This is an optimization exercise on Yosys and OpenROAD, whose aim is small area, not a production implementation.
The RTL was checked by simulation tests, not by an equivalence proof against the original design.
Power and IR drop assume default switching activity.

**config.mk**
```make
export PLATFORM = sky130hd
export DESIGN_NAME = adc_rx_top
export DESIGN_NICKNAME = adc_rx_top
export VERILOG_FILES = /design/flow/design.v
export SDC_FILE = /design/flow/constraint.sdc
export NUM_CORES = 4
export LEC_CHECK = 0
export CAP_MARGIN = 20
export CORE_MARGIN = 2
export CORE_UTILIZATION = 30
export CTS_BUF_LIST = sky130_fd_sc_hd__clkbuf_8
export CTS_CLUSTER_SIZE = 20
export SLEW_MARGIN = 20
```
**design.v**
```verilog
package adc_rx_pkg;
	localparam int LANES        = 16;   
	localparam int SAMPLE_BITS  = 12;   
	localparam int CHAN_BITS    = 4;
	localparam int SET_NUM_BITS = 8;
	localparam int SET_DEPTH = 2;
	localparam int CREDITS   = 4;    
	localparam int DROP_BITS = 8;
	localparam int CNT_BITS    = $clog2(SAMPLE_BITS);
	localparam int PTR_BITS    = $clog2(SET_DEPTH);
	localparam int FILL_BITS   = $clog2(SET_DEPTH + 1);
	localparam int CREDIT_BITS = $clog2(CREDITS + 1);
	localparam int SET_BITS = LANES * SAMPLE_BITS;   
endpackage
`timescale 1ns/100ps
module adc_rx_top (
	input  logic                                  CMS_CLK_P,
	input  logic                                  rst_n,
	input  logic [adc_rx_pkg::LANES-1:0]          adc_lanes,
	input  logic                                  adc_frame,
	input  logic                                  credit_return,
	output logic                                  sample_valid,
	output logic [adc_rx_pkg::CHAN_BITS-1:0]      sample_chan,
	output logic [adc_rx_pkg::SAMPLE_BITS-1:0]    sample_data,
	output logic [adc_rx_pkg::SET_NUM_BITS-1:0]   sample_set,
	output logic                                  sample_last,
	output logic [adc_rx_pkg::DROP_BITS-1:0]      dropped_sets
);
	localparam int L  = adc_rx_pkg::LANES;
	localparam int B  = adc_rx_pkg::SAMPLE_BITS;
	localparam int DM = L - 5;   
	function automatic integer lane_dly(input integer l);
		lane_dly = (l > 4) ? l - 4 : 0;
	endfunction
	function automatic [1:0] inc3(input [1:0] s);
		inc3 = (s == 2'd2) ? 2'd0 : s + 2'd1;
	endfunction
	logic [3:0] bit_cnt;     
	logic       set_valid;
	logic [7:0] set_num;
	always_ff @(posedge CMS_CLK_P or negedge rst_n) begin
		if (!rst_n) begin
			bit_cnt   <= 4'd0;
			set_valid <= 1'b0;
			set_num   <= 8'd0;
		end else begin
			set_valid <= ~adc_frame & (bit_cnt == 4'd11);
			if (set_valid)
				set_num <= set_num + 1'b1;
			if (adc_frame)
				bit_cnt <= 4'd1;
			else if (bit_cnt == 4'd11)
				bit_cnt <= 4'd0;
			else if (bit_cnt != 4'd0)
				bit_cnt <= bit_cnt + 1'b1;
		end
	end
	logic [3:0] phase;
	always_ff @(posedge CMS_CLK_P or negedge rst_n) begin
		if (!rst_n)
			phase <= 4'd0;
		else
			phase <= (phase == 4'd11) ? 4'd0 : phase + 1'b1;
	end
	logic [1:0] cur;
	logic [1:0] fill;
	logic       full;
	logic       wr_en;
	logic       take;
	logic [1:0] wr_slot;
	logic [1:0] ld_slot;
	assign full    = fill[1];
	assign wr_en   = set_valid & ~full;
	assign wr_slot = (fill == 2'd0) ? inc3(cur) : inc3(inc3(cur));
	assign ld_slot = (wr_en | full) ? inc3(wr_slot) : wr_slot;
	always_ff @(posedge CMS_CLK_P or negedge rst_n) begin
		if (!rst_n) begin
			cur          <= 2'd0;
			fill         <= 2'd0;
			dropped_sets <= 8'd0;
		end else begin
			if (take)
				cur <= inc3(cur);
			case ({wr_en, take})
				2'b10:   fill <= fill + 1'b1;
				2'b01:   fill <= fill - 1'b1;
				default: fill <= fill;
			endcase
			if (set_valid && full && dropped_sets != 8'hff)
				dropped_sets <= dropped_sets + 1'b1;
		end
	end
	logic       busy;
	logic [3:0] chan;        
	logic [2:0] credits;
	logic       emit;
	logic       finishing;
	assign emit      = busy & (credits != 3'd0);
	assign finishing = emit & (chan == 4'd15);
	assign take      = (fill != 2'd0) & (~busy | finishing);
	always_ff @(posedge CMS_CLK_P or negedge rst_n) begin
		if (!rst_n) begin
			busy         <= 1'b0;
			chan         <= 4'd0;
			credits      <= 3'd4;
			sample_valid <= 1'b0;
			sample_last  <= 1'b0;
		end else begin
			sample_valid <= emit;
			sample_last  <= finishing;
			if (take)
				busy <= 1'b1;
			else if (finishing)
				busy <= 1'b0;
			if (emit)
				chan <= chan + 1'b1;
			case ({emit, credit_return})
				2'b10: credits <= credits - 1'b1;
				2'b01: if (credits != 3'd4) credits <= credits + 1'b1;
				default: credits <= credits;
			endcase
		end
	end
	logic [DM:0][1:0] dslot;    
	logic [DM:0]      dfull;    
	logic [DM-1:0]    lane_pipe [L];
	logic [L-1:0]     lane_bit;
	logic [DM:1][1:0] dslot_q;
	logic [DM:1]      dfull_q;
	assign dslot = {dslot_q, ld_slot};
	assign dfull = {dfull_q, ld_slot == cur};
	always_ff @(posedge CMS_CLK_P) begin
		dslot_q <= dslot[DM-1:0];
		dfull_q <= dfull[DM-1:0] & {DM{~take}};   
		for (int l = 0; l < L; l++)
			lane_pipe[l] <= {lane_pipe[l][DM-2:0], adc_lanes[l]};
	end
	always_comb begin
		for (int l = 0; l < L; l++)
			lane_bit[l] = (lane_dly(l) == 0) ? adc_lanes[l] : lane_pipe[l][lane_dly(l) - 1];
	end
	logic [B-1:0] ring [3][L];
	logic [7:0]   num  [3];
	logic [3:0]   offs [3];
	logic [L-1:0] hold;         
	always_comb begin
		for (int l = 0; l < L; l++)
			hold[l] = dfull[lane_dly(l)] & ((chan < 4'(l)) | ((chan == 4'(l)) & ~emit));
	end
	always_ff @(posedge CMS_CLK_P) begin
		for (int s = 0; s < 3; s++) begin
			for (int l = 0; l < L; l++) begin
				for (int i = 0; i < B; i++) begin
					if (i == B - 1 - lane_dly(l))
						ring[s][l][i] <= (dslot[lane_dly(l)] == 2'(s) && !hold[l]) ? lane_bit[l]
						                 : ring[s][l][(i + 1) % B];
					else
						ring[s][l][i] <= ring[s][l][(i + 1) % B];
				end
			end
			if (wr_en && wr_slot == 2'(s)) begin
				num[s]  <= set_num;
				offs[s] <= phase;
			end
		end
	end
	logic [1:0]   out_slot;
	logic [3:0]   out_chan;
	logic [B-1:0] word;
	logic [4:0]   diff;
	logic [3:0]   rot;
	logic [B-1:0] r0, r1, r2, r3;
	assign word = ring[cur][chan];
	assign diff = {1'b0, phase} - {1'b0, offs[cur]};
	assign rot  = diff[4] ? diff[3:0] + 4'd12 : diff[3:0];
	always_comb begin
		for (int j = 0; j < B; j++)
			r0[j] = rot[0] ? word[(j + B - 1) % B] : word[j];
		for (int j = 0; j < B; j++)
			r1[j] = rot[1] ? r0[(j + B - 2) % B] : r0[j];
		for (int j = 0; j < B; j++)
			r2[j] = rot[2] ? r1[(j + B - 4) % B] : r1[j];
		for (int j = 0; j < B; j++)
			r3[j] = rot[3] ? r2[(j + B - 8) % B] : r2[j];
	end
	always_ff @(posedge CMS_CLK_P) begin
		out_slot    <= cur;
		out_chan    <= chan;
		sample_data <= r3;
	end
	assign sample_chan = out_chan;
	assign sample_set  = num[out_slot];
endmodule
```
**constraint.sdc**
```tcl
create_clock -name core_clock -period 5.5 [get_ports {CMS_CLK_P}]
set_input_delay 1.1000 -clock core_clock [delete_from_list [all_inputs] [get_ports {CMS_CLK_P}]]
set_output_delay 1.1000 -clock core_clock [all_outputs]
set_load 0.01 [all_outputs]
```
**run.sh**
```bash
#!/bin/bash
# synth_recipe.tcl (not shown) runs the flow's synth.tcl, then flattens the netlist and writes it again
# the make line also repeats each setting of config.mk as NAME=value (left out here)
make -C /OpenROAD-flow-scripts/flow DESIGN_CONFIG=/design/flow/config.mk WORK_HOME=/design/flow/orfs CLKGATE_MAP_FILE= SYNTH_SCRIPT=/design/flow/synth_recipe.tcl finish
```
==> results of run 1 <==
stage by stage:
step	cell area, sq um	setup slack, ns	std cells	hold WS [ns]
after floorplan	23640	1.184	1843	0.3096
after global placement	25260	0.6756	2855	0.3111
after detailed placement	25260	0.6896	2855	0.3121
after CTS	27760	0.6802	3073	0.3048
after global routing	27760	0.5213	3073	0.2920
final	27770	0.5564	3075	0.3189
how the worst max path moves through the flow:
| stage | start | end | slack [ns] | cells after the start |
|---|---|---|---|---|
| final | chan[3]$_DFFE_PN0P_ | sample_data[10]$_DFF_P_ | 0.56 | 10 |
| after global routing | chan[3]$_DFFE_PN0P_ | sample_data[10]$_DFF_P_ | 0.52 | 10 |
| after CTS | chan[3]$_DFFE_PN0P_ | sample_data[6]$_DFF_P_ | 0.68 | 10 |
| after detailed placement | chan[3]$_DFFE_PN0P_ | sample_data[6]$_DFF_P_ | 0.69 | 10 |
| after global placement | chan[3]$_DFFE_PN0P_ | sample_data[10]$_DFF_P_ | 0.68 | 10 |
| after floorplan | cur[0]$_DFFE_PN0P_ | sample_data[8]$_DFF_P_ | 1.18 | 18 |
metal layers:
metal / track usage / share of wire / up-vias
li1: - / - / 7060
met1: 0.2744 / 0.42 / 8122
met2: 0.2983 / 0.42 / 1044
met3: 0.06328 / 0.11 / 234
met4: 0.1137 / 0.058 / 2
met5: 0 / 0.00015 / -
flip-flops by register name, summed over array words and instances, names as in the netlist, 8 cells and up:
signal        flops
lane_pipe        66
num              24
dslot_q          22
offs             12
set_num           8
dfull_q          11
ring            576
dropped_sets      8
sample_data      12
area by class of cell:
| cell class | count | area, sq um |
|---|---|---|
| Fill cell | 7483 | 49950 |
| Sequential cell | 768 | 15930 |
| Multi-Input combinational cell | 940 | 7176 |
| Clock buffer | 147 | 2023 |
| Tap cell | 1040 | 1301 |
| Timing Repair Buffer | 85 | 778.2 |
| Clock inverter | 71 | 467.9 |
| Inverter | 22 | 82.58 |
| Antenna cell | 2 | 5.005 |
critical path, delay by kind of cell (launching register included):
family	cells	cell delay [ns]
AOI/OAI and AO/OA	5	2.26
DFF	1	1.07
muxes	3	0.95
buffers and inverters	1	0.38
and+or+nand+nor	1	0.20
placed cells by master (no fill, tap or decap), types with 31 or more instances in the layout:
cell type        instances
a21oi_1                 37
a221oi_1                42
a22o_1                  42
a22oi_1                175
buf_4                   31
clkbuf_8               147
clkdlybuf4s50_1         52
dfrtp_1                 36
dfxtp_1                693
edfxtp_1                36
inv_1                   57
mux2_2                  66
nand2_1                 89
nand4_1                 44
nor2_1                  44
o21ai_0                 38
cells by family (layout without fill, tap and decap cells):
family | count (synthesis) | in the layout
AOI/OAI and AO/OA | 433 | 433
xor gates and xnor gates | 29 | 29
adders and majority gates | 24 | 24
buffers and inverters | 135 | 325
DFF | 768 | 768
muxes | 103 | 103
other | 0 | 2
and+or+nand+nor | 351 | 351
power by group:
group	switching, W	total (W)	internal [W]
registers	0.00217	0.0101	0.00792
clock network	0.00229	0.00491	0.00262
logic	0.00406	0.00691	0.00284
total	0.00853	0.0219	0.0134
cell usage after synthesis (all sizes together) (10+ instances only):
library cell,number,area [sq um]
a21oi,37,185.2
a221oi,42,367.9
a22o,42,367.9
a22oi,175,1314
and4,17,148.9
and4b,24,240.2
buf,40,242.7
clkbuf,73,279.0
dfrtp,38,950.9
dfxtp,693,13870
edfxtp,36,1081
ha,22,275.3
inv,19,71.32
mux2,68,769.5
mux2i,27,270.3
nand2,89,334.1
nand3,22,110.1
nand3b,13,97.59
nand4,44,275.3
nor2,44,165.2
nor2b,26,177.7
nor3,17,85.08
o21ai,40,200.2
o41ai,12,105.1
xnor2,19,166.4
xor2,10,87.58
==> results by group, run 1 <==
Outcome
  – Status: timing/DRC/antenna clean

Floorplan
  – Initial core utilization: 0.3042
  – FP Rows: 102
  – Die Ht: 284.7 um
  – DIE WIDTH: 284.7 um
  – Core region area: roughly 78000 sq um
  – Die area: ~80000 sq um
  – Boundary Pins: 54

CTS
  – CTS tree: built
  – Max clock buf depth: 3
  – Clock root cell: clkbuf_8
  – Clock-pin slew on the worst setup and hold paths: approximately 0.06 ns
  – CTS Hold Bufs: 0
  – Sink Count: 768
  – Htree depth: 3
  – Total CTS buffers: 117
  – Postcts setup bufs: 0
  – Post-cts resize count: 0
  – Clk latency of the worst-skew pair: ~0.78 ns

Timing
  – Part of the cycle the worst path needs: 0.8988
  – F_max: around 200 MHz
  – Final setup violation count: 0
  – Final hold viol count: 0
  – Crit path time final: approximately 5 ns
  – Worst Max-Slew Pin Slew: ~1.1 ns
  – Clock Skews: 0.05448 ns
  – RSZ-0062 raised after global routing: false
  – Max-slew violations: 0
  – Setup total negative slack: 0 ns
  – Relative slew slack: 0.2443

Finish
  – Area Overhead vs Synth: 17.44%
  – Nets: 1978
  – Util after Layout: 0.3573
  – Share of cells above drive strength 1: 0.1505

Placement
  – Port Buf Inserts: 53
  – DP HPWL: a little over 60000 um
  – Gpl congestion: between 0.9 and 1

Power
  – Leak: around 11 nW
  – Max VDD drop: 0.4000 mV
  – Tot Pwr: 0.02191 W
  – Pwr/cell area: 789.2 nW/um^2

Yosys
  – Distinct cells, synth: 79
  – Sequential area share after synthesis: 0.6738
  – Synth Area in Adders: 0.01334
  – Synth warn: 5
  – Synth Area in Compound Gates: 0.1382
  – Synth Area in XOR/XNOR: 0.01074
  – #FFs+latches synth: ~770
  – Synth Flop Type: dfxtp_1
  – Largest family of logic cells by synthesized area: compound AO/OA/AOI/OAI gates
  – Mux cell area share after synthesis: 0.05160
  – Post-Synthesis Cells: 1843
  – Post-synth EDFFs: 36
  – Post-synthesis simple-gate area fraction: 0.08679
  – Mean Syn Cell Area: between 10 and 15 sq um
  – Synthesized area: around 24000 sq um
  – Async S/R FF share, synth: 0.05078
  – Syn nets: 1887

Worst hold path
  – Hold path endpoint: ring[13][0]$_DFF_P_
  – Hold path depth: 0
  – Hold Startpoint: ring[13][1]$_DFF_P_
  – Worst Hold Class: register to register

Setup path
  – CP Launch Type: register
  – Worst R2R End: sample_data[10]$_DFF_P_
  – Arr. time, crit path: ~5.6 ns
  – CP max-delay cell: dfrtp_2
  – Crit path max fanout: 60
  – Critical path capture point type: register
  – Worst Reg-to-Reg Cells: 10
  – Origin of the critical flop-to-flop path: chan[3]$_DFFE_PN0P_
  – CP Cell Sequence: buf_4, nor2b_1, a32o_1, a211o_1, a2111o_1, o2111ai_1, o21ai_0, mux4_2, mux2_2, mux2i_1
  – Critical Path RT: approximately 6.2 ns
  – Crit path kind: register to register
  – Slowest Stage Delay on Critical Path: ~1.1 ns
  – Worst reg-to-reg setup slack: ~0.56 ns

Global routing
  – Initial antenna violation count: 5
  – GRT Util Overall: 0.2065
  – Total gr overflow: 0
  – Vias in the first global route: around 16k
  – First-pass GRT wire length: 120100 um
  – Pin count of the biggest net entering global routing: 61

Drt
  – Drt drc: 0
  – Initial DRC count: about 2k
  – Drt via density: roughly 5.4
  – Antenna Nets Post-Route: 0
  – DRT Pass-1 Iters: 6
  – Vias post-DR: 16.46k
  – Routed len/inst: 27.87 um
  – Final WL: between 80000 and 90000 um

Job
  – Max Cap Viol: 0
==> inputs of run 2 (changes only) <==
--- a/config.mk
+++ b/config.mk
@@ -8,6 +8,5 @@
 export CAP_MARGIN = 20
 export CORE_MARGIN = 2
 export CORE_UTILIZATION = 30
-export CTS_BUF_LIST = sky130_fd_sc_hd__clkbuf_8
-export CTS_CLUSTER_SIZE = 20
+export CTS_BUF_LIST = sky130_fd_sc_hd__clkbuf_4
 export SLEW_MARGIN = 20
==> results by group, run 2 <==
Yosys
  – Synth warn: 5
  – #FFs+latches synth: 768
  – Mux cell area share after synthesis: 0.05160
  – Count leader, synth: dfxtp_1
  – Synth area leader: dfxtp_1
  – Sequential area share after synthesis: 0.6738
  – Area contributors post-synth: dfxtp_1 (59%), a22oi_1 (5.6%), edfxtp_1 (4.6%), dfrtp_1 (4.0%), mux2_2 (3.1%)
  – Post-synthesis simple-gate area fraction: 0.08679
  – Synth Area in XOR/XNOR: 0.01074
  – Largest family of logic cells by synthesized area: compound AO/OA/AOI/OAI gates
  – Async S/R FF share, synth: 0.05078
  – Top cells by count, synth: dfxtp_1 (693), a22oi_1 (175), nand2_1 (89)
  – Synth Flop Type: dfxtp_1
  – Yosys top cell area share: 0.5868
  – Mean Syn Cell Area: 12.83 sq um
  – Synth Area in Compound Gates: 0.1382
  – Post-Synthesis Cells: ~1.8k
  – Distinct cells, synth: 79
  – Post-synth EDFFs: 36
  – Synthesized area: 23640 sq um
  – Syn nets: between 1.5k and 2k
  – Synth Area in Adders: 0.01334

Finish
  – Most common cell after layout, fill and taps aside: dfxtp_1
  – Top flop regs: ring x576, lane_pipe x66, num x24
  – Final instance area: between 20000 and 30000 sq um
  – Register area: 15930 sq um
  – Non-filler cells, final: roughly 3.2k
  – Filler Cells Inserted: between 7k and 8k
  – Share of cells above drive strength 1: 0.1898
  – Nets: between 2k and 2.5k
  – Most frequent cells in the layout: dfxtp_1 (693), clkbuf_4 (258), a22oi_1 (175)
  – Max FFs per register: 576
  – Area of the multi-input gates: approximately 7200 sq um
  – Util after Layout: 0.3549
  – Area Overhead vs Synth: 16.65%
  – Biggest register: ring

Job
  – Max Cap Viol: 0

Drt
  – Highest routed layer: met5
  – Routed len/inst: around 27 um
  – Initial DRC count: a little under 2k
  – Final WL: ~86000 um
  – Met2 Wirelength: about 36000 um
  – DRT Pass-1 Iters: 6
  – Vias post-DR: approximately 17k
  – Antenna Nets Post-Route: 0
  – Drt drc: 0
  – Metal3 WL: around 9100 um
  – Drt via density: 5.317
  – Wl on met1: around 36000 um

Timing
  – Final hold viol count: 0
  – Setup total negative slack: 0 ns
  – Crit path time final: between 4 and 5 ns
  – Clock Skews: ~0.089 ns
  – Hold_ws: roughly 0.24 ns
  – Max-slew violations: 0
  – Relative slew slack: 0.2540
  – Worst Max-Slew Pin Slew: 1.118 ns
  – Part of the cycle the worst path needs: 0.9045
  – RSZ-0062 raised after global routing: false
  – F_max: 201.0 MHz
  – Final setup violation count: 0

Setup path
  – CP Launch Type: register
  – Worst Reg-to-Reg Cells: 10
  – Crit path max fanout: 60
  – Arr. time, crit path: just under 6 ns
  – Number of buffers and inverters on the critical path: 1
  – CP delay by family, top: compound AO/OA/AOI/OAI gates
  – Critical path capture point type: register
  – Slowest Stage Delay on Critical Path: 1.08 ns
  – Crit path kind: register to register
  – Stages on worst setup path: 10
  – CP Cell Sequence: buf_4, nor2b_1, a32o_1, a211o_1, a2111o_1, o2111ai_1, o21ai_0, mux4_2, mux2_2, mux2i_1
  – CP max-delay cell: dfrtp_2
  – Critical Path RT: around 6.5 ns

Global routing
  – Vias in the first global route: 16.81k
  – Initial antenna violation count: 10
  – Total gr overflow: 0
  – First-pass GRT wire length: between 100000 and 150000 um
  – GRT Util Overall: 0.2089
  – Pin count of the biggest net entering global routing: 61

Floorplan
  – Core region area: roughly 78000 sq um
  – DIE WIDTH: roughly 280 um
  – FP Rows: 102
  – Boundary Pins: 54
  – Initial core utilization: 0.3042
  – Die Ht: 284.7 um
  – Die area: 81070 sq um

Placement
  – Gpl congestion: ~0.95
  – Port Buf Inserts: 53
  – Placed cells: 2855
  – DP Area: approximately 25000 sq um
  – DP HPWL: between 60000 and 70000 um

CTS
  – CTS tree: built
  – Clk latency of the worst-skew pair: roughly 1.1 ns
  – Total CTS buffers: 186
  – Sink Count: about 770
  – Postcts setup bufs: 0
  – Max clock buf depth: 3
  – Htree depth: 4
  – CTS Hold Bufs: 0
  – Clock-pin slew on the worst setup and hold paths: around 0.060 ns
  – Clock root cell: clkbuf_4
  – Post-cts resize count: 0

Power
  – Leak: between 10 and 15 nW
  – Pwr/cell area: 781.0 nW/um^2
  – Max VDD drop: a little over 0.4 mV

Outcome
  – Status: timing/DRC/antenna clean

Worst hold path
  – Worst Hold Class: input pin to async pin
[run 2: cell counts after synthesis]
Identical to the previous run, type by type.
[run 2: worst register-to-register path, stage by stage (launching register included)]
cell	delay, ns
dfrtp_2	1.08
buf_4	0.42
nor2b_1	0.21
a32o_1	0.26
a211o_1	0.33
a2111o_1	0.68
o2111ai_1	0.75
o21ai_0	0.27
mux4_2	0.53
mux2_2	0.29
mux2i_1	0.13
[run 2: power by group]
part / leakage, nW / switching, W / internal (W)
Clock: 1.36 / 0.00230 / 0.00224
Sequential: 6.60 / 0.00218 / 0.00792
Combinational: 2.94 / 0.00407 / 0.00284
Total: 10.9 / 0.00854 / 0.0130
[run 2: logic make-up after synthesis]
| logic type | after synthesis |
|---|---|
| adder cells (fa/ha/maj) | 24 |
| AND/OR/NAND/NOR | 351 |
| buffers and inverters | 135 |
| XOR/XNOR | 29 |
| multiplexers | 103 |
| flip-flops | 768 |
| AO/OA/AOI/OAI | 433 |
[run 2: final cells by class]
class	instances	area share
multi-input cells	940	0.2602
inverters	22	0.002994
clock buffers	258	0.07022
flip-flops and latches	768	0.5777
diodes	5	0.0004536
clock inverters	71	0.01306
repair buffers	85	0.02822
well taps	1040	0.04718
[run 2: path summary, 6_finish.rpt]
kind                                      from                      to  slack, ns
max reg2reg                chan[3]$_DFFE_PN0P_  sample_data[6]$_DFF_P_       0.53
max in group asynchronous                rst_n     chan[2]$_DFFE_PN0P_       4.59
min reg2reg                 ring[3][3]$_DFF_P_      ring[3][2]$_DFF_P_       0.29
max                        chan[3]$_DFFE_PN0P_  sample_data[6]$_DFF_P_       0.53
min in group core_clock     ring[3][3]$_DFF_P_      ring[3][2]$_DFF_P_       0.29
min                                      rst_n      phase[0]$_DFF_PN0_       0.24
[run 2: routing by layer]
layer / GRT usage / vias up
li1: - / 7297
met1: 0.2738 / 8374
met2: 0.2973 / 1052
met3: 0.06704 / 228
met4: 0.1300 / 6
met5: 0 / -
[run 2: metrics by stage]
stage / power [W] / setup WS (ns)
2_1_floorplan: 0.01351 / 1.184
3_5_place_dp: 0.01673 / 0.6896
3_3_place_gp: 0.01669 / 0.6756
6_report: 0.02154 / 0.5255
5_1_grt: 0.02245 / 0.5181
4_1_cts: 0.02137 / 0.7053
==> inputs of run 3 (changes only) <==
--- a/config.mk
+++ b/config.mk
@@ -9,4 +9,6 @@
 export CORE_MARGIN = 2
 export CORE_UTILIZATION = 30
 export CTS_BUF_LIST = sky130_fd_sc_hd__clkbuf_4
+export CTS_CLUSTER_DIAMETER = 50
+export CTS_CLUSTER_SIZE = 10
 export SLEW_MARGIN = 20
==> results by group, run 3 <==
Global routing
  – Initial antenna violation count: 6
  – First-pass GRT wire length: 118900 um
  – Total gr overflow: 0
  – Pin count of the biggest net entering global routing: a little over 60
  – Vias in the first global route: 16.06k
  – GRT Util Overall: 0.2050

Setup path
  – Crit path max fanout: 60
  – Worst reg-to-reg setup slack: 0.59 ns
  – Arr. time, crit path: between 5 and 6 ns
  – Slowest Stage Delay on Critical Path: 1.06 ns
  – CP Launch Type: register
  – CP Cell Sequence: buf_4, nor2b_1, a32o_1, a211o_1, a2111o_1, o2111ai_1, o21ai_0, mux4_2, mux2_2, mux2i_1
  – Critical path capture point type: register
  – Critical Path RT: between 6 and 7 ns
  – CP max-delay cell: dfrtp_2
  – Crit path kind: register to register

Power
  – Tot Pwr: around 0.020 W
  – Max VDD drop: 0.4011 mV
  – Pwr/cell area: about 760 nW/um^2
  – Leak: 10.09 nW

CTS
  – Max clock buf depth: 3
  – Postcts setup bufs: 0
  – CTS Hold Bufs: 0
  – Clock-pin slew on the worst setup and hold paths: 0.10 ns
  – Clock root cell: clkbuf_4
  – Sink Count: about 770
  – Clk latency of the worst-skew pair: 0.95 ns
  – Post-cts resize count: 0
  – CTS tree: built
  – Htree depth: 3
  – Total CTS buffers: between 90 and 100

Yosys
  – Synthesized area: around 24000 sq um
  – Yosys top cell area share: 0.5868
  – Synth Area in Adders: 0.01334
  – Sequential area share after synthesis: 0.6738
  – Count leader, synth: dfxtp_1
  – Synth warn: 5
  – Synth Area in Compound Gates: 0.1382
  – Post-synth EDFFs: 36
  – Area contributors post-synth: dfxtp_1 (59%), a22oi_1 (5.6%), edfxtp_1 (4.6%), dfrtp_1 (4.0%), mux2_2 (3.1%)
  – Distinct cells, synth: 79
  – #FFs+latches synth: about 770
  – Synth Area in XOR/XNOR: 0.01074
  – Synth area leader: dfxtp_1
  – Mux cell area share after synthesis: 0.05160
  – Largest family of logic cells by synthesized area: compound AO/OA/AOI/OAI gates
  – Post-Synthesis Cells: between 1.5k and 2k
  – Synth Flop Type: dfxtp_1
  – Post-synthesis simple-gate area fraction: 0.08679
  – Mean Syn Cell Area: around 13 sq um
  – Top cells by count, synth: dfxtp_1 (693), a22oi_1 (175), nand2_1 (89)
  – Syn nets: 1887
  – Async S/R FF share, synth: 0.05078

Outcome
  – Status: timing/DRC/antenna clean

Timing
  – Relative slew slack: 0.2545
  – F_max: 203.8 MHz
  – Clock Skews: ~0.11 ns
  – Max-slew violations: 0
  – Final WS setup: approximately 0.59 ns
  – Worst Max-Slew Pin Slew: approximately 1.1 ns
  – Final hold viol count: 0
  – Setup total negative slack: 0 ns
  – RSZ-0062 raised after global routing: false
  – Crit path time final: 4.907 ns
  – Part of the cycle the worst path needs: 0.8922
  – Final setup violation count: 0

Floorplan
  – Die area: between 80000 and 90000 sq um
  – Core region area: 77720 sq um
  – Die Ht: 284.7 um
  – Initial core utilization: 0.3042
  – FP Rows: roughly 100
  – Boundary Pins: 54
  – DIE WIDTH: about 280 um

Finish
  – Biggest register: ring
  – Max FFs per register: around 580
  – Share of cells above drive strength 1: 0.1285
  – Most frequent cells in the layout: dfxtp_1 (693), a22oi_1 (175), clkbuf_4 (103)
  – Area Overhead vs Synth: 11.02%
  – Most common cell after layout, fill and taps aside: dfxtp_1
  – Top flop regs: ring x576, lane_pipe x66, num x24
  – Nets: around 2.0k

Drt
  – Drt drc: 0
  – Final WL: 84980 um
  – Routed len/inst: approximately 28 um
  – Vias post-DR: 16.28k
  – Antenna Nets Post-Route: 0
  – Drt via density: roughly 5.5
  – DRT Pass-1 Iters: 6
  – Initial DRC count: around 2.3k

Placement
  – Gpl congestion: roughly 0.95
  – DP HPWL: approximately 61000 um
  – Pre-CTS WS: about 0.7 ns
  – Port Buf Inserts: between 50 and 60

Worst hold path
  – Worst Hold Class: register to register

Job
  – Max Cap Viol: 0
==> run 3: changes by cell type in the layout (fill, tap and decap cells not counted), moves of 3 or more <==
cell,previous run,this run
clkinv_2,6,2
inv_2,3,0
clkbuf_4,258,103
clkinv_1,54,6
==> run 3: worst max-delay path, delay by kind of cell, from the launching register on <==
family	cells	cell delay, ns
AOI/OAI and AO/OA	5	2.25
DFF	1	1.06
muxes	3	0.95
buffers and inverters	1	0.38
and+or+nand+nor	1	0.20
==> run 3: final cells by class <==
cell class                      count  area [sq um]
Fill cell                        7621         51470
Sequential cell                   768         15930
Multi-Input combinational cell    940          7176
Tap cell                         1040          1301
Timing Repair Buffer               85         778.2
Clock buffer                      103         773.2
Clock inverter                     20         190.2
Inverter                           22         82.58
Antenna cell                        6         15.01
==> run 3: path summary, 6_finish.rpt <==
path                       depth (start not counted)                        to                startpoint
setup reg to reg                                  10   sample_data[10]$_DFF_P_       chan[3]$_DFFE_PN0P_
hold / removal                                     0  lane_pipe[15][6]$_DFF_P_  lane_pipe[15][5]$_DFF_P_
min in group asynchronous                          1        phase[0]$_DFF_PN0_                     rst_n
setup / recovery                                  10   sample_data[10]$_DFF_P_       chan[3]$_DFFE_PN0P_
max in group asynchronous                          1       chan[3]$_DFFE_PN0P_                     rst_n
hold reg to reg                                    0  lane_pipe[15][6]$_DFF_P_  lane_pipe[15][5]$_DFF_P_
==> run 3: metrics by stage <==
step | utilization | instances | hold slack [ns] | cell area [sq um]
floorplan | - | 1843 | 0.3096 | 23640
global placement | 0.3250 | 2855 | 0.3111 | 25260
detailed placement | 0.3251 | 2855 | 0.3121 | 25260
CTS | 0.3375 | 2978 | 0.2576 | 26230
global route | 0.3377 | 2982 | 0.2509 | 26250
finish | 0.3377 | 2984 | 0.2752 | 26250
==> run 3: cell families after synthesis <==
group	after synthesis
compound gates	433
flops	768
mux	103
fa+ha+maj	24
simple gates	351
xor+xnor	29
buf+inv	135
==> run 3: where the power goes <==
group | internal [W] | switching, W | leakage, nW
logic | 0.00284 | 0.00407 | 2.94
clock network | 0.000994 | 0.00188 | 0.554
registers | 0.00790 | 0.00217 | 6.60
==> run 3: layer usage <==
metal / share of wire / track usage / vias up
met4: 0.055 / 0.1059 / 2
met5: 0.00015 / 0 / -
met1: 0.42 / 0.2767 / 8079
li1: - / - / 6968
met3: 0.10 / 0.05776 / 233
met2: 0.42 / 0.2981 / 993
==> inputs of run 4 (changes only) <==
--- a/config.mk
+++ b/config.mk
@@ -8,7 +8,4 @@
 export CAP_MARGIN = 20
 export CORE_MARGIN = 2
 export CORE_UTILIZATION = 30
-export CTS_BUF_LIST = sky130_fd_sc_hd__clkbuf_4
-export CTS_CLUSTER_DIAMETER = 50
-export CTS_CLUSTER_SIZE = 10
 export SLEW_MARGIN = 20
==> results by group, run 4 <==
Outcome
  – Status: timing/DRC/antenna clean

Yosys
  – Area contributors post-synth: dfxtp_1 (59%), a22oi_1 (5.6%), edfxtp_1 (4.6%), dfrtp_1 (4.0%), mux2_2 (3.1%)
  – Mean Syn Cell Area: between 10 and 15 sq um
  – Synth area leader: dfxtp_1
  – Yosys top cell area share: 0.5868
  – Syn nets: around 1.9k
  – Synthesized area: approximately 24000 sq um
  – Count leader, synth: dfxtp_1
  – Synth warn: 5
  – Sequential area share after synthesis: 0.6738
  – Async S/R FF share, synth: 0.05078
  – Synth Flop Type: dfxtp_1
  – #FFs+latches synth: between 700 and 800
  – Distinct cells, synth: 79
  – Post-synth EDFFs: 36
  – Top cells by count, synth: dfxtp_1 (693), a22oi_1 (175), nand2_1 (89)
  – Post-Synthesis Cells: ~1.8k

Drt
  – Drt via density: 5.433
  – Highest routed layer: met4
  – Vias post-DR: roughly 16k
  – Final WL: about 85000 um
  – Initial DRC count: 2425
  – Met2 Wirelength: about 35000 um
  – Routed len/inst: between 20 and 30 um
  – Antenna Nets Post-Route: 0
  – Drt drc: 0
  – Metal3 WL: ~8500 um
  – DRT Pass-1 Iters: 6
  – Wl on met1: 35570 um

Global routing
  – Initial antenna violation count: 6
  – Vias in the first global route: ~16k
  – Total gr overflow: 0
  – Pin count of the biggest net entering global routing: just over 60
  – GRT Util Overall: 0.2047
  – First-pass GRT wire length: between 100000 and 150000 um

Placement
  – Port Buf Inserts: 53
  – DP Area: ~25000 sq um
  – DP HPWL: between 60000 and 70000 um
  – Pre-CTS WS: just under 0.7 ns
  – Gpl congestion: approximately 0.95

Worst hold path
  – Hold Startpoint: lane_pipe[15][2]$_DFF_P_
  – Hold path endpoint: lane_pipe[15][3]$_DFF_P_
  – Worst Hold Class: register to register
  – Hold path depth: 0

Timing
  – Part of the cycle the worst path needs: 0.9025
  – Crit path time final: roughly 5 ns
  – Worst Max-Slew Pin Slew: ~1.2 ns
  – Final hold viol count: 0
  – F_max: between 200 and 250 MHz
  – Final WS setup: 0.5361 ns
  – Hold_ws: approximately 0.31 ns
  – Max-slew violations: 0
  – Clock Skews: 0.04500 ns
  – RSZ-0062 raised after global routing: false
  – Final setup violation count: 0
  – Setup total negative slack: 0 ns
  – Relative slew slack: 0.2302

Power
  – Max VDD drop: between 0.4 and 0.5 mV
  – Tot Pwr: about 0.023 W
  – Leak: roughly 11 nW
  – Pwr/cell area: about 810 nW/um^2

CTS
  – CTS tree: built
  – Clk latency of the worst-skew pair: approximately 0.66 ns
  – Total CTS buffers: around 80
  – Htree depth: 3
  – Postcts setup bufs: 0
  – Sink Count: around 770
  – Clock-pin slew on the worst setup and hold paths: roughly 0.06 ns
  – CTS Hold Bufs: 0
  – Max clock buf depth: 3
  – Post-cts resize count: 0
  – Clock root cell: clkbuf_16

Finish
  – Max FFs per register: around 580
  – Area Overhead vs Synth: 18.56%
  – Share of cells above drive strength 1: 0.1318
  – Final instance area: roughly 28000 sq um
  – Register area: between 15000 and 20000 sq um
  – Most common cell after layout, fill and taps aside: dfxtp_1
  – Most frequent cells in the layout: dfxtp_1 (693), a22oi_1 (175), nand2_1 (89)
  – Area of the multi-input gates: between 7000 and 8000 sq um
  – Nets: 1939
  – Top flop regs: ring x576, lane_pipe x66, num x24
  – Filler Cells Inserted: about 7.4k
  – Biggest register: ring

Setup path
  – CP delay by family, top: compound AO/OA/AOI/OAI gates
  – Worst R2R End: sample_data[10]$_DFF_P_
  – Critical path capture point type: register
  – CP Launch Type: register
  – CP max-delay cell: dfrtp_2
  – Number of buffers and inverters on the critical path: 1
  – Crit path kind: register to register
  – Arr. time, crit path: ~5.5 ns
  – Worst Reg-to-Reg Cells: 10
  – Crit path max fanout: 60
  – Critical Path RT: ~6.1 ns
  – CP Cell Sequence: buf_4, nor2b_1, a32o_1, a211o_1, a2111o_1, o2111ai_1, o21ai_0, mux4_2, mux2_2, mux2i_1
  – Origin of the critical flop-to-flop path: chan[3]$_DFFE_PN0P_
  – Worst reg-to-reg setup slack: roughly 0.54 ns
  – Slowest Stage Delay on Critical Path: between 1 and 1.5 ns

Floorplan
  – DIE WIDTH: roughly 280 um
  – Die Ht: approximately 280 um
  – Initial core utilization: 0.3042
  – Boundary Pins: 54
  – Core region area: 77720 sq um
  – Die area: approximately 80000 sq um
  – FP Rows: between 100 and 150

Job
  – Max Cap Viol: 0
==> run 4: cell families (layout without fill, tap and decap cells) <==
family | Yosys count | count (layout) | synth area share
AOI/OAI and AO/OA | 433 | 433 | 0.1382
xor gates and xnor gates | 29 | 29 | 0.01074
adders and majority gates | 24 | 24 | 0.01334
buffers and inverters | 135 | 250 | 0.02556
DFF | 768 | 768 | 0.6738
muxes | 103 | 103 | 0.05160
other | 0 | 1 | 0
and+or+nand+nor | 351 | 351 | 0.08679
==> run 4: cell type report <==
cell class              instances  share of cell area
flip-flops and latches        768              0.5684
multi-input cells             940              0.2560
inverters                      22            0.002946
clock inverters                42             0.02209
diodes                          1          0.00008927
repair buffers                 85             0.02776
well taps                    1040             0.04642
clock buffers                 101             0.07628
==> run 4: how the worst max path moves through the flow <==
| stage | startpoint | to | slack (ns) | cells after the start |
|---|---|---|---|---|
| after floorplan | cur[0]$_DFFE_PN0P_ | sample_data[8]$_DFF_P_ | 1.18 | 18 |
| after global placement | chan[3]$_DFFE_PN0P_ | sample_data[10]$_DFF_P_ | 0.68 | 10 |
| after detailed placement | chan[3]$_DFFE_PN0P_ | sample_data[6]$_DFF_P_ | 0.69 | 10 |
| after CTS | chan[3]$_DFFE_PN0P_ | sample_data[6]$_DFF_P_ | 0.68 | 10 |
| after global routing | chan[3]$_DFFE_PN0P_ | sample_data[10]$_DFF_P_ | 0.52 | 10 |
| final | chan[3]$_DFFE_PN0P_ | sample_data[10]$_DFF_P_ | 0.54 | 10 |
==> run 4: power breakdown <==
| part | leakage (nW) | total (W) | internal (W) | switching [W] |
|---|---|---|---|---|
| logic | 2.94 | 0.00690 | 0.00284 | 0.00406 |
| registers | 6.60 | 0.0101 | 0.00792 | 0.00216 |
| clock network | 1.34 | 0.00562 | 0.00331 | 0.00231 |
| total | 10.9 | 0.0226 | 0.0141 | 0.00853 |
==> run 4: metal layers <==
metal  up-vias  GRT usage
met4         0     0.1107
met3       235    0.05232
li1       6958          -
met2       994     0.2949
met1      8107     0.2799
met5         -          0
==> run 4: stage by stage <==
stage                     utilization  std cells
after global placement         0.3250       2855
after detailed placement       0.3251       2855
after CTS                      0.3605       2998
final                          0.3607       2999
after global routing           0.3606       2998
after floorplan                     -       1843
==> inputs of run 5 (changes only) <==
--- a/config.mk
+++ b/config.mk
@@ -8,4 +8,7 @@
 export CAP_MARGIN = 20
 export CORE_MARGIN = 2
 export CORE_UTILIZATION = 30
+export CTS_BUF_LIST = sky130_fd_sc_hd__clkbuf_8
+export CTS_CLUSTER_DIAMETER = 60
+export CTS_CLUSTER_SIZE = 16
 export SLEW_MARGIN = 20
==> results by group, run 5 <==
Global routing
  – GRT met3 Usage: 0.05280
  – Initial antenna violation count: 3
  – First-pass GRT wire length: between 100000 and 150000 um
  – M1 GR Usage: 0.2767
  – Grt peak-use layer: met2
  – GRT Util Overall: 0.2027
  – Total gr overflow: 0
  – Vias in the first global route: approximately 16k
  – M2 GR Usage: 0.2965
  – Pin count of the biggest net entering global routing: 61

Yosys
  – Synth warn: 5
  – Sequential area share after synthesis: 0.6738
  – Count leader, synth: dfxtp_1
  – Async S/R FF share, synth: 0.05078
  – Distinct cells, synth: just under 80
  – Post-Synthesis Cells: approximately 1.8k
  – #FFs+latches synth: 768
  – Post-synth EDFFs: 36
  – Syn nets: approximately 1.9k
  – Synth Flop Type: dfxtp_1
  – Yosys top cell area share: 0.5868
  – Mean Syn Cell Area: 12.83 sq um
  – Synthesized area: ~24000 sq um
  – Top cells by count, synth: dfxtp_1 (693), a22oi_1 (175), nand2_1 (89)
  – Synth area leader: dfxtp_1
  – Area contributors post-synth: dfxtp_1 (59%), a22oi_1 (5.6%), edfxtp_1 (4.6%), dfrtp_1 (4.0%), mux2_2 (3.1%)

Finish
  – Most common cell after layout, fill and taps aside: dfxtp_1
  – Util after Layout: 0.3394
  – Area Overhead vs Synth: 11.57%
  – Nets: about 1.9k
  – Biggest register: ring
  – Share of cells above drive strength 1: 0.1091
  – Top flop regs: ring x576, lane_pipe x66, num x24
  – Max FFs per register: between 500 and 600
  – Non-filler cells, final: just under 3k
  – Final instance area: 26380 sq um
  – Most frequent cells in the layout: dfxtp_1 (693), a22oi_1 (175), nand2_1 (89)

Timing
  – Final hold viol count: 0
  – Crit path time final: 4.974 ns
  – Max-slew violations: 0
  – Worst Max-Slew Pin Slew: ~1.1 ns
  – Part of the cycle the worst path needs: 0.9043
  – RSZ-0062 raised after global routing: false
  – F_max: about 200 MHz
  – Final setup violation count: 0
  – Relative slew slack: 0.2632
  – Setup total negative slack: 0 ns
  – Clock Skews: slightly above 0.04 ns
  – Hold_ws: ~0.32 ns

Outcome
  – Status: timing/DRC/antenna clean

Drt
  – Drt via density: about 5.5
  – Antenna Nets Post-Route: 0
  – Initial DRC count: 2143
  – Final WL: approximately 85000 um
  – Drt drc: 0
  – DRT Pass-1 Iters: 5
  – Routed len/inst: between 20 and 30 um
  – Vias post-DR: approximately 16k

Setup path
  – Critical Path RT: a little over 6 ns
  – Crit path kind: register to register
  – Crit path max fanout: 60
  – Critical path capture point type: register
  – CP Launch Type: register
  – Arr. time, crit path: ~5.7 ns

CTS
  – Total CTS buffers: slightly below 60
  – Sink Count: approximately 770
  – Post-cts resize count: 0
  – Clock root cell: clkbuf_8
  – CTS tree: built
  – Htree depth: 2
  – Postcts setup bufs: 0
  – Clock-pin slew on the worst setup and hold paths: 0.10 ns
  – Max clock buf depth: 3
  – Clk latency of the worst-skew pair: around 0.75 ns
  – CTS Hold Bufs: 0

Floorplan
  – Initial core utilization: 0.3042
  – FP Rows: about 100
  – Core region area: between 70000 and 80000 sq um
  – Die area: between 80000 and 90000 sq um
  – Boundary Pins: between 50 and 60
  – Die Ht: roughly 280 um
  – DIE WIDTH: approximately 280 um

Worst hold path
  – Worst Hold Class: register to register

Power
  – Clock share of power: 0.154
  – Register share of total power: 0.502
  – Logic pwr share: 0.344
  – Leak: between 10 and 15 nW
  – Switching Share: 0.4040
  – Max VDD drop: 0.4025 mV
  – Pwr/cell area: ~760 nW/um^2
  – P_sw: just over 0.008 W
  – Cell internal pwr: between 0.01 and 0.015 W

Placement
  – Placed cells: between 2k and 3k
  – DP HPWL: approximately 60000 um
  – Gpl congestion: 0.9482
  – DP Area: approximately 25000 sq um
  – Port Buf Inserts: 53

Job
  – Max Cap Viol: 0
## run 5: cell counts after synthesis
Identical to the previous run, type by type.
## run 5: path summary, 6_finish.rpt
| check | to | depth (start not counted) | slack (ns) | start |
|---|---|---|---|---|
| max in group asynchronous | chan[3]$_DFFE_PN0P_ | 1 | 4.36 | rst_n |
| worst min-delay path | lane_pipe[15][6]$_DFF_P_ | 0 | 0.32 | lane_pipe[15][5]$_DFF_P_ |
| worst max-delay path | sample_data[6]$_DFF_P_ | 10 | 0.53 | chan[3]$_DFFE_PN0P_ |
| worst max register to register | sample_data[6]$_DFF_P_ | 10 | 0.53 | chan[3]$_DFFE_PN0P_ |
| worst min register to register | lane_pipe[15][6]$_DFF_P_ | 0 | 0.32 | lane_pipe[15][5]$_DFF_P_ |
| min in group asynchronous | phase[1]$_DFF_PN0_ | 1 | 0.50 | rst_n |
## run 5: metal layers
| metal | vias up | share of wire |
|---|---|---|
| li1 | 6869 | - |
| met5 | - | 0.00031 |
| met3 | 227 | 0.10 |
| met4 | 4 | 0.057 |
| met2 | 970 | 0.42 |
| met1 | 8061 | 0.42 |
## run 5: cell families (layout without fill, tap and decap cells)
logic type,after synthesis,after routing,share of synthesized area
flip-flops,768,768,0.6738
XOR/XNOR,29,29,0.01074
other,0,2,0
AND/OR/NAND/NOR,351,351,0.08679
AO/OA/AOI/OAI,433,433,0.1382
adder cells (fa/ha/maj),24,24,0.01334
multiplexers,103,103,0.05160
buffers and inverters,135,189,0.02556
## run 5: stage by stage
stage	worst slack (ns)	power, W
2_1_floorplan	1.184	0.01351
3_3_place_gp	0.6756	0.01669
3_5_place_dp	0.6896	0.01673
4_1_cts	0.6206	0.01987
5_1_grt	0.4716	0.02085
6_report	0.5263	0.02009
## run 5: area by class of cell
cell class | count | area (sq um)
fill | 7569 | 51340
multi-input combinational | 940 | 7176
inverter | 22 | 82.58
antenna | 2 | 5.005
tap | 1040 | 1301
timing repair buffer | 85 | 778.2
sequential | 768 | 15930
clock inverter | 22 | 277.8
clock buffer | 60 | 825.8
## run 5: worst max-delay path, cell delays in order (launching register included)
cell and delay, ns:
dfrtp_2 1.09, buf_4 0.38, nor2b_1 0.19, a32o_1 0.26
a211o_1 0.33, a2111o_1 0.68, o2111ai_1 0.71, o21ai_0 0.28
mux4_2 0.53, mux2_2 0.29, mux2i_1 0.13
## run 5: power groups by stage
stage | logic [W] | clock network (W) | registers (W)
after floorplan | 0.00472 | 0 | 0.00878
after global placement | 0.00663 | 0 | 0.0101
after detailed placement | 0.00674 | 0 | 0.00999
after CTS | 0.00679 | 0.00315 | 0.00993
after global routing | 0.00735 | 0.00335 | 0.0101
final | 0.00690 | 0.00310 | 0.0101

## re-timing with driven ports
The results above use ideal ports. As a check the final layouts listed here were re-extracted and re-timed, cells and wires unchanged.
Step 1: set_driving_cell puts a clkbuf_16 on CMS_CLK_P and a buf_2 on each other input, an assumption about the parent block.
Step 2 also shifts input and output timing later by t, the mid clock arrival at the registers, as if the neighbouring blocks saw the same clock.
Slacks: ideal / step 1 / step 2; pairs: ideal / step 1.
| run | shift t [ns] | setup WS [ns] | worst setup path at the end | latest minus earliest clock arrival (ns) | pins driven straight from the clock port |
|---|---|---|---|---|---|
| run 1 | 0.814 | 0.556 / 0.556 / 0.556 | register to register | 0.063 / 0.063 | 1 |
| run 2 | 1.081 | 0.525 / 0.525 / 0.525 | register to register | 0.097 / 0.098 | 1 |
| run 3 | 0.946 | 0.593 / 0.593 / 0.593 | register to register | 0.121 / 0.121 | 1 |
| run 4 | 0.698 | 0.536 / 0.536 / 0.536 | register to register | 0.053 / 0.053 | 1 |
| run 5 | 0.790 | 0.526 / 0.526 / 0.526 | register to register | 0.044 / 0.044 | 1 |
After both steps every run listed still meets setup and hold.
